From an optimization exercise on the open Yosys and OpenROAD flow, aimed at a short achievable clock period and few clock cycles per item; shortcuts taken in it are not production practice. The RTL was checked by simulation tests, not by an equivalence proof against the original design. Power figures rest on the tool's default switching activity, not on a simulated workload.

==> design.v <==
`default_nettype none
package vexec_pkg;
   localparam int WORD_W  = 32;
   localparam int FIELD_W = 8;
   localparam int VPTR_W  = 5;
   typedef logic [WORD_W-1:0]  word_t;
   typedef logic [FIELD_W-1:0] reg_field_t;
   localparam logic [7:0] OP_LV      = 8'd1;
   localparam logic [7:0] OP_SV      = 8'd2;
   localparam logic [7:0] OP_MTC1    = 8'd3;
   localparam logic [7:0] OP_MFC1    = 8'd4;
   localparam logic [7:0] OP_MOV_IMM = 8'd5;
   typedef struct packed {
      logic              access_type;    
      word_t             access_length;
      logic [VPTR_W-1:0] vec_reg_ptr;
      word_t             addr;
   } req_t;
   typedef struct packed {
      logic              ls;     
      logic              st;     
      logic              mtc;    
      logic              wr;     
      logic              wvl;    
      logic [3:0]        rd;
      logic [3:0]        rs;
      logic [VPTR_W-1:0] ptr;
      word_t             imm;    
   } uop_t;
endpackage
`default_nettype wire
`timescale 1ns/1ps
`default_nettype none
module instr_buffer
#(
   parameter int QDEPTH = 8
) (
   input  wire               clk,
   input  wire               reset,
   input  wire               we_any,    
   input  wire               we_two,    
   input  vexec_pkg::req_t   req_a,     
   input  vexec_pkg::req_t   req_b,     
   input  wire               pop,
   output vexec_pkg::req_t   head
);
   logic [69:0]       mem [QDEPTH];    
   logic [QDEPTH-1:0] wp;
   logic [QDEPTH-1:0] wp1;
   logic [QDEPTH-1:0] rp;
   assign wp1 = {wp[QDEPTH-2:0], wp[QDEPTH-1]};
   always_comb begin
      head = '0;
      for (int i = 0; i < QDEPTH; i++) begin
         head = head | (mem[i] & {70{rp[i]}});
      end
   end
   always_ff @(posedge clk or negedge reset) begin
      if (!reset) begin
         wp <= QDEPTH'(1);
         rp <= QDEPTH'(1);
      end else begin
         if (we_two) begin
            wp <= {wp[QDEPTH-3:0], wp[QDEPTH-1:QDEPTH-2]};
         end else if (we_any) begin
            wp <= wp1;
         end
         if (pop) begin
            rp <= {rp[QDEPTH-2:0], rp[QDEPTH-1]};
         end
      end
   end
   always_ff @(posedge clk) begin
      for (int i = 0; i < QDEPTH; i++) begin
         if (we_any && wp[i]) begin
            mem[i] <= req_a;
         end else if (we_two && wp1[i]) begin
            mem[i] <= req_b;
         end
      end
   end
endmodule
`default_nettype wire
`timescale 1ns/1ps
`default_nettype none
module instr_decode
(
   input  wire               clk,
   input  wire               reset,
   input  wire               take,
   input  vexec_pkg::word_t  w0,
   input  vexec_pkg::word_t  w1,
   output vexec_pkg::uop_t   u0,
   output vexec_pkg::uop_t   u1,
   output logic              byp       
);
   logic            hdr_pend;
   logic [3:0]      pend_rd;
   logic            hdr0;
   logic            hdr1;
   vexec_pkg::uop_t d0;
   vexec_pkg::uop_t d1;
   always_comb begin
      d0       = '0;
      d0.rd    = w0[19:16];
      d0.rs    = w0[11:8];
      d0.ptr   = w0[20:16];
      d0.imm   = w0;
      d0.ls    = (w0[31:24] == vexec_pkg::OP_LV) || (w0[31:24] == vexec_pkg::OP_SV);
      d0.st    = (w0[31:24] == vexec_pkg::OP_SV);
      d0.mtc   = (w0[31:24] == vexec_pkg::OP_MTC1);
      d0.wr    = (w0[31:24] == vexec_pkg::OP_MFC1);
      d0.wvl   = (w0[31:24] == vexec_pkg::OP_MFC1);
      d1       = '0;
      d1.rd    = w1[19:16];
      d1.rs    = w1[11:8];
      d1.ptr   = w1[20:16];
      d1.imm   = w1;
      d1.ls    = (w1[31:24] == vexec_pkg::OP_LV) || (w1[31:24] == vexec_pkg::OP_SV);
      d1.st    = (w1[31:24] == vexec_pkg::OP_SV);
      d1.mtc   = (w1[31:24] == vexec_pkg::OP_MTC1);
      d1.wr    = (w1[31:24] == vexec_pkg::OP_MFC1);
      d1.wvl   = (w1[31:24] == vexec_pkg::OP_MFC1);
   end
   always_comb begin
      if (hdr_pend) begin
         u0     = '0;
         u0.wr  = 1'b1;
         u0.rd  = pend_rd;
         u0.rs  = w0[11:8];
         u0.imm = w0;
         hdr0   = 1'b0;
      end else begin
         u0     = d0;
         hdr0   = (w0[31:24] == vexec_pkg::OP_MOV_IMM);
      end
      if (hdr0) begin
         u1     = '0;
         u1.wr  = 1'b1;
         u1.rd  = w0[19:16];
         u1.rs  = w1[11:8];
         u1.imm = w1;
         hdr1   = 1'b0;
      end else begin
         u1     = d1;
         hdr1   = (w1[31:24] == vexec_pkg::OP_MOV_IMM);
      end
   end
   assign byp = u0.wr && (u0.rd == u1.rs);
   always_ff @(posedge clk or negedge reset) begin
      if (!reset) begin
         hdr_pend <= 1'b0;
      end else if (take) begin
         hdr_pend <= hdr1;
      end
   end
   always_ff @(posedge clk) begin
      if (take && hdr1) begin
         pend_rd <= w1[19:16];
      end
   end
endmodule
`default_nettype wire
`timescale 1ns/1ps
`default_nettype none
module vector_exec
#(
   parameter int QDEPTH = 8
) (
   input  wire               clk,
   input  wire               reset,
   input  wire               take,      
   input  wire               q_any,
   input  wire               q_two,
   input  vexec_pkg::req_t   q_req_a,
   input  vexec_pkg::req_t   q_req_b,
   output logic              full,
   output logic              room,      
   output logic              ls_vld,
   output vexec_pkg::req_t   ls_req,
   input  wire               load_store_busy
);
   logic              run;
   logic [QDEPTH-1:0] qt;
   logic [QDEPTH-1:0] qt_nxt;
   logic              hold;
   logic              full_nxt;
   logic              vld_i;
   logic              room_i;
   logic              pop;
   vexec_pkg::req_t   head;
   vexec_pkg::req_t   nxt;
   logic              avail;
   vexec_pkg::req_t   ls_req_cp;
   assign hold = vld_i && load_store_busy;
   assign avail = qt[0] || q_any;
   assign nxt   = qt[0] ? head : q_req_a;
   assign pop   = !hold && avail;
   function automatic logic [QDEPTH-1:0] therm_step(input logic [QDEPTH-1:0] t,
                                                    input logic any,
                                                    input logic two,
                                                    input logic dec);
      logic [QDEPTH+2:0] ext;
      logic [QDEPTH-1:0] r;
      ext = {1'b0, t, 2'b11};    
      for (int k = 0; k < QDEPTH; k++) begin
         if (dec) begin
            r[k] = ext[k+3] | (any & ext[k+2]) | (two & ext[k+1]);
         end else begin
            r[k] = ext[k+2] | (any & ext[k+1]) | (two & ext[k]);
         end
      end
      therm_step = r;
   endfunction
   assign qt_nxt = therm_step(qt, q_any, q_two, pop);
   assign full_nxt = take ? qt_nxt[QDEPTH-4] : qt_nxt[QDEPTH-2];
   always_ff @(posedge clk or negedge reset) begin
      if (!reset) begin
         run <= 1'b0;
         qt  <= '0;
      end else begin
         run <= 1'b1;
         qt  <= qt_nxt;
      end
   end
   always_ff @(posedge clk) begin
      ls_vld <= run && ((ls_vld && load_store_busy) || avail);
      vld_i  <= run && (hold || avail);
      full   <= full_nxt;
      room_i <= !full_nxt;
      ls_req    <= hold ? ls_req_cp : nxt;
      ls_req_cp <= hold ? ls_req : nxt;
   end
   assign room = room_i;
   instr_buffer #(.QDEPTH(QDEPTH)) u_queue (
      .clk    (clk),
      .reset  (reset),
      .we_any (q_any),
      .we_two (q_two),
      .req_a  (q_req_a),
      .req_b  (q_req_b),
      .pop    (pop),
      .head   (head)
   );
endmodule
`default_nettype wire
`timescale 1ns/1ps
`default_nettype none
module scalar_reg_file
#(
   parameter int SCALAR_DEPTH = 16
) (
   input  wire               clk,
   input  wire               reset,
   input  wire               take,
   input  vexec_pkg::uop_t   d_u0,
   input  vexec_pkg::uop_t   d_u1,
   input  wire               d_byp,
   output logic              q_any,    
   output logic              q_two,    
   output vexec_pkg::req_t   q_req_a,  
   output vexec_pkg::req_t   q_req_b   
);
   localparam int SRC_LW1  = 0;    
   localparam int SRC_LW0  = 1;    
   localparam int SRC_RD0  = 2;    
   localparam int SRC_RD1  = 3;    
   localparam int SRC_VL   = 4;    
   localparam int SRC_IMM0 = 5;    
   localparam int SRC_IMM1 = 6;    
   localparam int NSRC     = 7;
   typedef logic [NSRC-1:0] src_t;
   vexec_pkg::word_t regs [SCALAR_DEPTH];
   vexec_pkg::word_t vl;
   logic [SCALAR_DEPTH-1:0] r_ws0;     
   logic [SCALAR_DEPTH-1:0] r_ws1;
   logic                    r_st0;
   logic                    r_st1;
   logic [4:0]              r_ptr0;
   logic [4:0]              r_ptr1;
   vexec_pkg::word_t        r_imm0;
   vexec_pkg::word_t        r_imm1;
   vexec_pkg::word_t        r_rd0;
   vexec_pkg::word_t        r_rd1;
   logic                    r_ls0;
   src_t                    s_vl1;     
   src_t                    s_wv0;     
   src_t                    s_wv1;     
   src_t                    s_aa;      
   src_t                    s_al;      
   src_t                    s_ba;      
   src_t                    s_bl;      
   vexec_pkg::word_t        lw0;
   vexec_pkg::word_t        lw1;
   vexec_pkg::word_t        vl1;
   vexec_pkg::word_t        wv0;
   vexec_pkg::word_t        wv1;
   logic [SCALAR_DEPTH-1:0] rs0_oh;
   logic [SCALAR_DEPTH-1:0] rs1_oh;
   logic [SCALAR_DEPTH-1:0] rd0_oh;
   logic [SCALAR_DEPTH-1:0] rd1_oh;
   logic                    m00;
   logic                    m01;
   logic                    m10;
   logic                    m11;
   src_t                    c_rd0;
   src_t                    c_rd1;
   src_t                    c_vl0;
   src_t                    c_vl1;
   src_t                    c_wv0;
   src_t                    c_wv1;
   function automatic vexec_pkg::word_t pick(input src_t s, input vexec_pkg::word_t v0,
                                             input vexec_pkg::word_t v1, input vexec_pkg::word_t v2,
                                             input vexec_pkg::word_t v3, input vexec_pkg::word_t v4,
                                             input vexec_pkg::word_t v5, input vexec_pkg::word_t v6);
      pick = ({32{s[0]}} & v0) | ({32{s[1]}} & v1) | ({32{s[2]}} & v2) | ({32{s[3]}} & v3)
           | ({32{s[4]}} & v4) | ({32{s[5]}} & v5) | ({32{s[6]}} & v6);
   endfunction
   always_comb begin
      for (int i = 0; i < SCALAR_DEPTH; i++) begin
         rs0_oh[i] = (d_u0.rs == 4'(i));
         rs1_oh[i] = (d_u1.rs == 4'(i));
         rd0_oh[i] = (d_u0.rd == 4'(i));
         rd1_oh[i] = (d_u1.rd == 4'(i));
      end
      m00 = |(r_ws0 & rs0_oh);
      m01 = |(r_ws1 & rs0_oh);
      m10 = |(r_ws0 & rs1_oh);
      m11 = |(r_ws1 & rs1_oh);
      c_rd0 = '0;
      if (m01) begin
         c_rd0[SRC_LW1] = 1'b1;
      end else if (m00) begin
         c_rd0[SRC_LW0] = 1'b1;
      end else begin
         c_rd0[SRC_RD0] = 1'b1;
      end
      c_wv0 = '0;
      if (d_u0.wvl) begin
         c_wv0[SRC_VL] = 1'b1;
      end else begin
         c_wv0[SRC_IMM0] = 1'b1;
      end
      c_rd1 = '0;
      if (d_byp) begin
         c_rd1 = c_wv0;
      end else if (m11) begin
         c_rd1[SRC_LW1] = 1'b1;
      end else if (m10) begin
         c_rd1[SRC_LW0] = 1'b1;
      end else begin
         c_rd1[SRC_RD1] = 1'b1;
      end
      c_vl0 = '0;
      if (take && d_u0.mtc) begin
         c_vl0 = c_rd0;
      end else begin
         c_vl0[SRC_VL] = 1'b1;
      end
      c_vl1 = (take && d_u1.mtc) ? c_rd1 : c_vl0;
      c_wv1 = '0;
      if (d_u1.wvl) begin
         c_wv1 = c_vl0;
      end else begin
         c_wv1[SRC_IMM1] = 1'b1;
      end
   end
   always_ff @(posedge clk or negedge reset) begin
      if (!reset) begin
         r_ws0 <= '0;
         r_ws1 <= '0;
         q_any <= 1'b0;
         q_two <= 1'b0;
         s_vl1 <= src_t'(1 << SRC_VL);
      end else begin
         r_ws0 <= (take && d_u0.wr) ? rd0_oh : '0;
         r_ws1 <= (take && d_u1.wr) ? rd1_oh : '0;
         q_any <= take && (d_u0.ls || d_u1.ls);
         q_two <= take && d_u0.ls && d_u1.ls;
         s_vl1 <= c_vl1;
      end
   end
   always_ff @(posedge clk) begin
      r_st0  <= d_u0.st;
      r_st1  <= d_u1.st;
      r_ptr0 <= d_u0.ptr;
      r_ptr1 <= d_u1.ptr;
      r_imm0 <= d_u0.imm;
      r_imm1 <= d_u1.imm;
      r_rd0  <= regs[d_u0.rs];
      r_rd1  <= regs[d_u1.rs];
      r_ls0  <= d_u0.ls;
      s_wv0  <= c_wv0;
      s_wv1  <= c_wv1;
      s_aa   <= d_u0.ls ? c_rd0 : c_rd1;
      s_al   <= d_u0.ls ? src_t'(1 << SRC_VL) : c_vl0;
      s_ba   <= c_rd1;
      s_bl   <= c_vl0;
      lw0    <= wv0;
      lw1    <= wv1;
   end
   assign vl1 = pick(s_vl1, lw1, lw0, r_rd0, r_rd1, vl, r_imm0, r_imm1);
   assign wv0 = pick(s_wv0, lw1, lw0, r_rd0, r_rd1, vl, r_imm0, r_imm1);
   assign wv1 = pick(s_wv1, lw1, lw0, r_rd0, r_rd1, vl, r_imm0, r_imm1);
   always_ff @(posedge clk or negedge reset) begin
      if (!reset) begin
         for (int i = 0; i < SCALAR_DEPTH; i++) begin
            regs[i] <= '0;
         end
         vl <= '0;
      end else begin
         vl <= vl1;
         for (int i = 0; i < SCALAR_DEPTH; i++) begin
            if (r_ws1[i]) begin
               regs[i] <= wv1;
            end else if (r_ws0[i]) begin
               regs[i] <= wv0;
            end
         end
      end
   end
   assign q_req_a.access_type   = r_ls0 ? r_st0 : r_st1;
   assign q_req_a.access_length = pick(s_al, lw1, lw0, r_rd0, r_rd1, vl, r_imm0, r_imm1);
   assign q_req_a.vec_reg_ptr   = r_ls0 ? r_ptr0 : r_ptr1;
   assign q_req_a.addr          = pick(s_aa, lw1, lw0, r_rd0, r_rd1, vl, r_imm0, r_imm1);
   assign q_req_b.access_type   = r_st1;
   assign q_req_b.access_length = pick(s_bl, lw1, lw0, r_rd0, r_rd1, vl, r_imm0, r_imm1);
   assign q_req_b.vec_reg_ptr   = r_ptr1;
   assign q_req_b.addr          = pick(s_ba, lw1, lw0, r_rd0, r_rd1, vl, r_imm0, r_imm1);
endmodule
`default_nettype wire
`timescale 1ns/1ps
`default_nettype none
module vexec_unit
#(
   parameter int QDEPTH       = 10,
   parameter int SCALAR_DEPTH = 16
) (
   input  wire         clk,
   input  wire         reset,
   input  wire         opcode_vld,
   input  wire  [31:0] opcode0,
   input  wire  [31:0] opcode1,
   output logic        inst_buff_full,
   output logic        ls_req_vld,
   output logic        ls_req_access_type,
   output logic [31:0] ls_req_access_length,
   output logic [4:0]  ls_req_vec_reg_ptr,
   output logic [31:0] ls_req_addr,
   input  wire         load_store_busy
);
   logic              take;
   logic              room;
   vexec_pkg::uop_t   d_u0;
   vexec_pkg::uop_t   d_u1;
   logic              d_byp;
   logic              q_any;
   logic              q_two;
   vexec_pkg::req_t   q_req_a;
   vexec_pkg::req_t   q_req_b;
   vexec_pkg::req_t   ls_req;
   assign ls_req_access_type   = ls_req.access_type;
   assign ls_req_access_length = ls_req.access_length;
   assign ls_req_vec_reg_ptr   = ls_req.vec_reg_ptr;
   assign ls_req_addr          = ls_req.addr;
   assign take = opcode_vld && room;
   instr_decode u_decode (
      .clk   (clk),
      .reset (reset),
      .take  (take),
      .w0    (opcode0),
      .w1    (opcode1),
      .u0    (d_u0),
      .u1    (d_u1),
      .byp   (d_byp)
   );
   scalar_reg_file #(.SCALAR_DEPTH(SCALAR_DEPTH)) u_sregs (
      .clk    (clk),
      .reset  (reset),
      .take   (take),
      .d_u0   (d_u0),
      .d_u1   (d_u1),
      .d_byp  (d_byp),
      .q_any   (q_any),
      .q_two   (q_two),
      .q_req_a (q_req_a),
      .q_req_b (q_req_b)
   );
   vector_exec #(.QDEPTH(QDEPTH)) u_exec (
      .clk             (clk),
      .reset           (reset),
      .take            (take),
      .q_any           (q_any),
      .q_two           (q_two),
      .q_req_a         (q_req_a),
      .q_req_b         (q_req_b),
      .full            (inst_buff_full),
      .room            (room),
      .ls_vld          (ls_req_vld),
      .ls_req          (ls_req),
      .load_store_busy (load_store_busy)
   );
endmodule
`default_nettype wire
==> run.sh <==
#!/bin/bash
# synth_recipe.tcl (not shown) runs the flow's synth.tcl, then flattens the netlist and writes it again
# the make line also repeats each setting of config.mk as NAME=value (left out here)
make -C /OpenROAD-flow-scripts/flow DESIGN_CONFIG=/design/flow/config.mk WORK_HOME=/design/flow/orfs CLKGATE_MAP_FILE= SYNTH_SCRIPT=/design/flow/synth_recipe.tcl finish
==> config.mk <==
export PLATFORM = sky130hd
export DESIGN_NAME = vexec_unit
export DESIGN_NICKNAME = vexec_unit
export VERILOG_FILES = /design/flow/design.v
export SDC_FILE = /design/flow/constraint.sdc
export NUM_CORES = 4
export LEC_CHECK = 0
export ABC_CLOCK_PERIOD_IN_PS = 1500
export CAP_MARGIN = 20
export CORE_MARGIN = 2
export CORE_UTILIZATION = 45
export CTS_CLUSTER_DIAMETER = 100
export CTS_CLUSTER_SIZE = 16
export SETUP_SLACK_MARGIN = 2.0
export SLEW_MARGIN = 20
export TNS_END_PERCENT = 10
==> constraint.sdc <==
create_clock -name core_clock -period 4.0 [get_ports {clk}]
set_input_delay 0.8000 -clock core_clock [delete_from_list [all_inputs] [get_ports {clk}]]
set_output_delay 0.8000 -clock core_clock [all_outputs]
set_load 0.01 [all_outputs]
==> results of run 1 <==
cells in the final DEF (no fill, tap or decap), drive strengths merged, types with 13 or more instances in the layout:
cell	netlist	final
mux2i	382	382
nor2	440	440
o221ai	70	70
nand2b	13	13
clkdlybuf4s50	0	49
a22o	117	117
o22a	17	17
nor3	34	34
mux2	26	26
nand4	15	15
clkbuf	730	261
a31oi	29	29
and3	15	15
a221oi	160	160
dfrtp	613	613
a22oi	669	669
inv	119	120
buf	156	454
nor2b	26	26
dfxtp	375	375
nand2	1607	1612
nand3	270	270
a21oi	375	375
edfxtp	704	704
a32oi	14	14
a222oi	185	185
o21ai	1144	1144
registers in the layout, indices dropped and copies added (netlist names), 70 cells and up:
register            flops
u_exec.ls_req          70
u_exec.ls_req_cp       70
u_exec.u_queue.mem    700
u_sregs.regs          512
stage by stage:
stage / setup WS, ns / hold slack, ns / power, mW / instances / instance area, um^2
5_1_grt: 1.80 / 0.116 / 33.8 / 10800 / 92900
2_1_floorplan: 1.74 / 0.400 / 19.6 / 8508 / 82200
6_report: 1.78 / 0.0354 / 33.1 / 10800 / 92900
4_1_cts: 1.72 / 0.0949 / 32.9 / 10700 / 90600
3_3_place_gp: 0.625 / 0.404 / 20.7 / 10500 / 86200
3_5_place_dp: 0.649 / 0.411 / 20.7 / 10500 / 86200
metal layers:
layer  up-vias  wire (um)  global-route usage, %
met5         -         22                      0
met1     36200     142000                   51.8
met2      5864     167000                   59.9
li1      30900          -                      -
met3      1332      45500                   7.72
met4         4      30100                   23.9
power breakdown:
group          total (mW)  internal (mW)  leakage (nW)  switching (mW)
sequential           18.5           18.2          17.6           0.286
clock                12.5           5.89          1.71            6.61
combinational        2.13          0.655          17.5            1.48
total                33.1           24.7          36.8            8.37
worst max-delay path, stage by stage:
cell and delay, ns:
buf_4 0.30, nor2b_1 0.83, a22oi_1 0.30, nor2_1 0.40, nor3_1 0.13, a21oi_1 0.15
worst max path at each step:
stage,endpoint,cells after the start,slack (ns),start
after CTS,u_exec.u_queue.mem[7][46],3,1.72,u_sregs.s_bl[2]
after global placement,u_sregs.r_ws1[8],6,0.63,opcode1[26]
final,u_sregs.r_rd1[27],6,1.78,opcode1[11]
after detailed placement,u_sregs.r_ws1[11],6,0.65,opcode1[26]
after floorplan,u_sregs.s_wv1[1],6,1.74,opcode0[29]
after global routing,u_exec.full,7,1.80,u_sregs.q_any
repair_timing:
action,CTS,global route
buffers inserted,12,73
hold buffers,0,0
gates resized for setup,309,314
pin swaps,5,10
setup endpoints to repair,2226,1818
gates cloned,6,5
cell families (layout without fill, tap and decap cells):
| group | Yosys count | after routing | synth area share [%] |
|---|---|---|---|
| buffers and inverters | 1005 | 902 | 4.82 |
| AOI/OAI and AO/OA | 2882 | 2882 | 23.5 |
| and+or+nand+nor | 2509 | 2514 | 12.8 |
| adders and majority gates | 1 | 1 | 0.0122 |
| other | 1 | 6 | 0.00457 |
| muxes | 409 | 409 | 5.05 |
| xor gates and xnor gates | 6 | 6 | 0.0641 |
| DFF | 1695 | 1695 | 53.7 |
cell type report:
class | count | area share, %
Antenna cell | 5 | 0.0135
Clock buffer | 214 | 3.70
Clock inverter | 8 | 0.186
Inverter | 119 | 0.488
Multi-Input combinational cell | 5813 | 38.6
Sequential cell | 1695 | 47.7
Tap cell | 2370 | 3.19
Timing Repair Buffer | 561 | 6.12
==> flow_summary_export.csv, run 1 <==
group,metric,value,unit
min_path,min_path_type,"input pin to async pin",
route,drtPass1Iterations,13,
timing,finalMaxSlewViolations,0,
timing,skew,0.0700,ns
synthesis,synth.avg_cell_area,9.64,um^2
cts,clkTransAtPathRegs,0.09,ns
final_layout,nNetsFinal,8375,
global_routing,antenna_found_initial,5,
floorplan,initial_core_util,45.3,%
synthesis,ys_seq_elements,1695,
timing,hold_viol,0,
route,drt_iter0_markers,13500,
power,power.density,356,nW/um^2
cts,clock_sinks,1695,
setup_path,reg2reg_to,"u_exec.u_queue.mem[6][13]",
floorplan,core_area,181000,um^2
run_status,status,"no timing/DRC/antenna violations",
floorplan,rows,156,
floorplan,fp.dieW,431,um
final_layout,post-route-util,51.3,%
synthesis,yosysSeqAreaShare,53.7,%
timing,finalCritPeriodShare,55.5,%
final_layout,drive_above_1_share,12.1,%
floorplan,die_y,431,um
route,wire_per_inst,35.7,um
synthesis,synth_warnings,6,
setup_path,path_class,"input pin to flop",
global_routing,grt_use_total,39.3,%
floorplan,io_pins,140,
setup_path,rrSetupSlack,1.82,ns
global_routing,grt_pass1_wl,526000,um
cts,cts_buffer_depth,3,
synthesis,yosysTopAreaCell,"edfxtp_1",
timing,setup_viol,0,
setup_path,worstSetupEndpointType,"flop",
setup_path,crit_fanout,26,
route,viasPerCell,6.89,
global_routing,grt_pass1_vias,68300,
floorplan,die_area,186000,um^2
setup_path,cp.required,4.72,ns
timing,setup_tns,0,ns
synthesis,syn_area,82000,um^2
timing,rsz0062_at_grt,"true",
final_layout,multi_input_area,35900,um^2
final_layout,nFillCells,16100,
final_layout,seq_area,44300,um^2
placement,routabilityCongestion,1.00,
setup_path,r2r-start,"u_sregs.q_two",
run,drv_cap,0,
cts,root_buffer,"clkbuf_16",
placement,port_buffers,139,
setup_path,start_kind,"input pin",
synthesis,synth_common_cells,"nand2_1 (1607), o21ai_0 (1142), clkbuf_1 (730)",
cts,numCtsBuffers,117,
cts,cts_max_level,3,
route,postRouteAntennaNets,0,
synthesis,synth-main-ff-cell,"edfxtp_1",
timing,tightest_slew,1.15,ns
timing,relSlewSlack,23.3,%
synthesis,syn_nets,8576,
setup_path,reg2reg_depth,3,
power,ir_drop,0.402,mV
synthesis,synth_edf_count,704,
cts,cts_tree,"built",
synthesis,synthArstFlopShare,36.3,%
timing,fmax,451,MHz
synthesis,synth.area.top_cells,"edfxtp_1 (26%), dfrtp_1 (19%), dfxtp_1 (9.2%), nand2_1 (7.4%), o21ai_0 (7.0%)",
power,leakagePower,36.8,nW
synthesis,post-synth-top-count-cell,"nand2_1",
synthesis,yosysUniqueCellTypes,92,
route,wl,385000,um
final_layout,area_delta_synth_final,13.3,%
placement,dp_hpwl,233000,um
synthesis,syn_inst,8508,
synthesis,synth_top_area_share,25.8,%
timing,min_period,2.22,ns
global_routing,grt-ovfl-total,0,
setup_path,crit_arrival,2.93,ns
route,vias,74400,
cts,clk_latency,0.83,ns
global_routing,grt_max_degree,109,
route,drc,0,
Testbench counts, summed over its fixed seeds: cycles 2,679, words 3,840.
==> run 2: changes to the inputs <==
--- a/config.mk
+++ b/config.mk
@@ -10,7 +10,7 @@
 export CORE_MARGIN = 2
 export CORE_UTILIZATION = 45
 export CTS_CLUSTER_DIAMETER = 100
-export CTS_CLUSTER_SIZE = 16
+export CTS_CLUSTER_SIZE = 20
 export SETUP_SLACK_MARGIN = 2.0
 export SLEW_MARGIN = 20
 export TNS_END_PERCENT = 10
==> run 2 against run 1 <==
Net effect:
- still clean on timing, DRC and antenna
- design area down 0.39%
- critical path depth fell by 1
- register-to-register slack got worse by 0.098 ns
- total power is 4.0% lower
- worst setup slack got worse by 0.058 ns
- worst hold slack improved by 0.082 ns
- maximum frequency decreased by 2.6%
==> flow_summary_export.csv, run 2 <==
group,metric,value,unit
power,ir_drop,0.355,mV
floorplan,initial_core_util,45.3,%
setup_path,path_class,"flop to flop",
synthesis,syn_nets,8576,
timing,setup_tns,0,ns
min_path,min_path_type,"input pin to async pin",
floorplan,core_area,181000,um^2
timing,fmax,439,MHz
synthesis,synth_top_area_share,25.8,%
timing,relSlewSlack,29.0,%
timing,finalMaxSlewViolations,0,
power,power.density,343,nW/um^2
final_layout,final_cell_mix,"nand2_1 (1566), o21ai_0 (1140), edfxtp_1 (704)",
placement,pre_cts_ws,0.649,ns
power,leakagePower,36.6,nW
synthesis,synth.area.top_cells,"edfxtp_1 (26%), dfrtp_1 (19%), dfxtp_1 (9.2%), nand2_1 (7.4%), o21ai_0 (7.0%)",
setup_path,start_kind,"flop",
placement,postPlaceCellArea,86200,um^2
synthesis,yosysSeqAreaShare,53.7,%
synthesis,yosysUniqueCellTypes,92,
floorplan,rows,156,
setup_path,worstSetupEndpointType,"flop",
global_routing,grt_pass1_vias,68200,
final_layout,nNetsFinal,8358,
setup_path,path_cells,"mux2_2 > a32o_1 > a221o_1 > or2_4 > nor2b_1",
run_status,status,"no timing/DRC/antenna violations",
global_routing,grt_use_total,39.6,%
cts,numCtsBuffers,98,
synthesis,syn_inst,8508,
route,drt_iter0_markers,13800,
route,drtPass1Iterations,9,
route,wl,389000,um
cts,clock_sinks,1695,
setup_path,cp.required,4.67,ns
placement,port_buffers,139,
synthesis,synthArstFlopShare,36.3,%
synthesis,synth_edf_count,704,
setup_path,crit_arrival,2.95,ns
timing,rsz0062_at_grt,"true",
power,totalPowerFinal,31.8,mW
setup_path,crit_fanout,27,
synthesis,ys_seq_elements,1695,
synthesis,yosysTopAreaCell,"edfxtp_1",
cts,cts_buffer_depth,3,
cts,cts_tree,"built",
run,drv_cap,0,
final_layout,largest_register,"u_exec.u_queue.mem",
final_layout,largestRegisters,"u_exec.u_queue.mem (700), u_sregs.regs (512)",
route,drc,0,
final_layout,drive_above_1_share,11.5,%
global_routing,antenna_found_initial,7,
synthesis,post-synth-top-count-cell,"nand2_1",
final_layout,layout_commonest_cell,"nand2_1",
cts,root_buffer,"clkbuf_16",
global_routing,grt_max_degree,109,
route,wire_per_inst,36.2,um
floorplan,die_y,431,um
synthesis,synth.avg_cell_area,9.64,um^2
setup_path,max_stage_delay,0.70,ns
route,viasPerCell,6.93,
synthesis,synth_warnings,6,
final_layout,largest_register_ffs,700,
cts,cts_hold_buffers,0,
timing,setup_viol,0,
final_layout,post-route-util,51.1,%
synthesis,synth_common_cells,"nand2_1 (1607), o21ai_0 (1142), clkbuf_1 (730)",
final_layout,area_delta_synth_final,12.8,%
synthesis,syn_area,82000,um^2
cts,clk_latency,0.81,ns
global_routing,grt-ovfl-total,0,
timing,tightest_slew,1.07,ns
timing,skew,0.0447,ns
route,postRouteAntennaNets,0,
timing,min_period,2.28,ns
global_routing,grt_pass1_wl,528000,um
setup_path,slowest_stage,"dfrtp_4",
route,vias,74500,
placement,routabilityCongestion,1.00,
floorplan,die_area,186000,um^2
synthesis,synth-main-ff-cell,"edfxtp_1",
floorplan,io_pins,140,
final_layout,fin_area,92500,um^2
cts,cts_max_level,3,
floorplan,fp.dieW,431,um
timing,hold_viol,0,
cts,clkTransAtPathRegs,0.09,ns
placement,dp_hpwl,233000,um
timing,finalCritPeriodShare,56.9,%
timing,setup_ws,1.72,ns
-- run 2: cell types whose count changed in the layout (fill, tap and decap cells not counted), sizes merged, moves of 3 or more --
cell / previous run / this run
buf: 454 / 433
clkbuf: 261 / 179
clkdlybuf4s15: 1 / 50
clkinv: 5 / 8
dlygate4sd2: 0 / 5
inv: 120 / 125
nand2: 1612 / 1618
-- run 2: final cells by class --
| type | instances | area, um^2 |
|---|---|---|
| clock buffers | 169 | 2760 |
| inverters | 119 | 450 |
| repair buffers | 557 | 5960 |
| multi-input cells | 5819 | 35900 |
| clock inverters | 15 | 180 |
| diodes | 7 | 17.5 |
| flip-flops and latches | 1695 | 44300 |
| well taps | 2370 | 2970 |
| fillers | 16100 | 88400 |
-- run 2: cell families after synthesis --
group / after synthesis / share of synthesized area, %
and+or+nand+nor: 2509 / 12.8
other: 1 / 0.00457
muxes: 409 / 5.05
buffers and inverters: 1005 / 4.82
DFF: 1695 / 53.7
adders and majority gates: 1 / 0.0122
AOI/OAI and AO/OA: 2882 / 23.5
xor gates and xnor gates: 6 / 0.0641
-- run 2: per-stage QoR --
| stage | hold slack, ns | instances |
|---|---|---|
| finish | 0.118 | 10800 |
| global route | 0.138 | 10700 |
| CTS | 0.111 | 10700 |
| detailed placement | 0.411 | 10500 |
| global placement | 0.404 | 10500 |
| floorplan | 0.400 | 8508 |
-- run 2: critical path, delay by kind of cell (launching register included) --
family | cells | cell delay, ns
AOI/OAI and AO/OA | 2 | 0.65
and+or+nand+nor | 2 | 0.42
muxes | 1 | 0.36
DFF | 1 | 0.70
-- run 2: what timing repair did --
action / in CTS / in global routing
cloned: 12 / 7
pin swaps: 10 / 8
endpoints found under the setup margin: 2236 / 1752
setup buffers: 16 / 65
gates resized for setup: 363 / 182
-- run 2: power breakdown --
group / internal, mW / switching (mW)
registers: 18.2 / 0.282
logic: 0.641 / 1.47
clock network: 4.79 / 6.39
total: 23.6 / 8.14
-- run 2: worst paths after layout --
path / start / to / slack, ns / cells after the start
setup / recovery: u_sregs.r_ws0[7] / u_sregs.s_ba[1] / 1.72 / 5
hold / removal: reset / u_sregs.regs[10][13] / 0.12 / 1
setup reg to reg: u_sregs.r_ws0[7] / u_sregs.s_ba[1] / 1.72 / 5
hold reg to reg: u_exec.ls_req_cp[40] / u_exec.ls_req[40] / 0.42 / 2
max in group asynchronous: reset / u_sregs.regs[12][21] / 2.74 / 3
min in group core_clock: opcode0[28] / u_sregs.r_imm0[28] / 0.21 / 1
-- run 2: layer usage --
| layer | vias up | share of wire [%] | track usage [%] |
|---|---|---|---|
| met1 | 36300 | 37 | 52.3 |
| met3 | 1428 | 12 | 7.92 |
| met5 | - | 0.0041 | 0 |
| met2 | 5953 | 43 | 60.0 |
| li1 | 30900 | - | - |
| met4 | 2 | 7.9 | 23.7 |

## port drivers added, routing unchanged
How much do the figures lean on ideal ports? The routed layouts below were timed once more, with nothing changed but the port constraints. Step 1: set_driving_cell puts a clkbuf_16 on clk and a buf_2 on each other input, an assumption about the parent block. Step 2 moves the port delays by t, midway between the first and last clock arrival at a register: inputs arrive t later, outputs are due t later. That takes back most of the time a late clock gives input paths. a / b / c = ideal ports / drivers / drivers and shift; a / b = the first two.
run	shift t [ns]	setup slack, ns	hold WS [ns]
run 1	0.893	1.781 / 1.762 / 0.907	0.035 / -0.012 / 0.418
run 2	0.877	1.722 / 1.702 / 0.954	0.118 / 0.073 / 0.420
After both steps setup and hold are still met in every run listed. The setup slack of run 1, which loses most, moves by -0.019 ns with the drivers and by -0.874 ns with both steps.
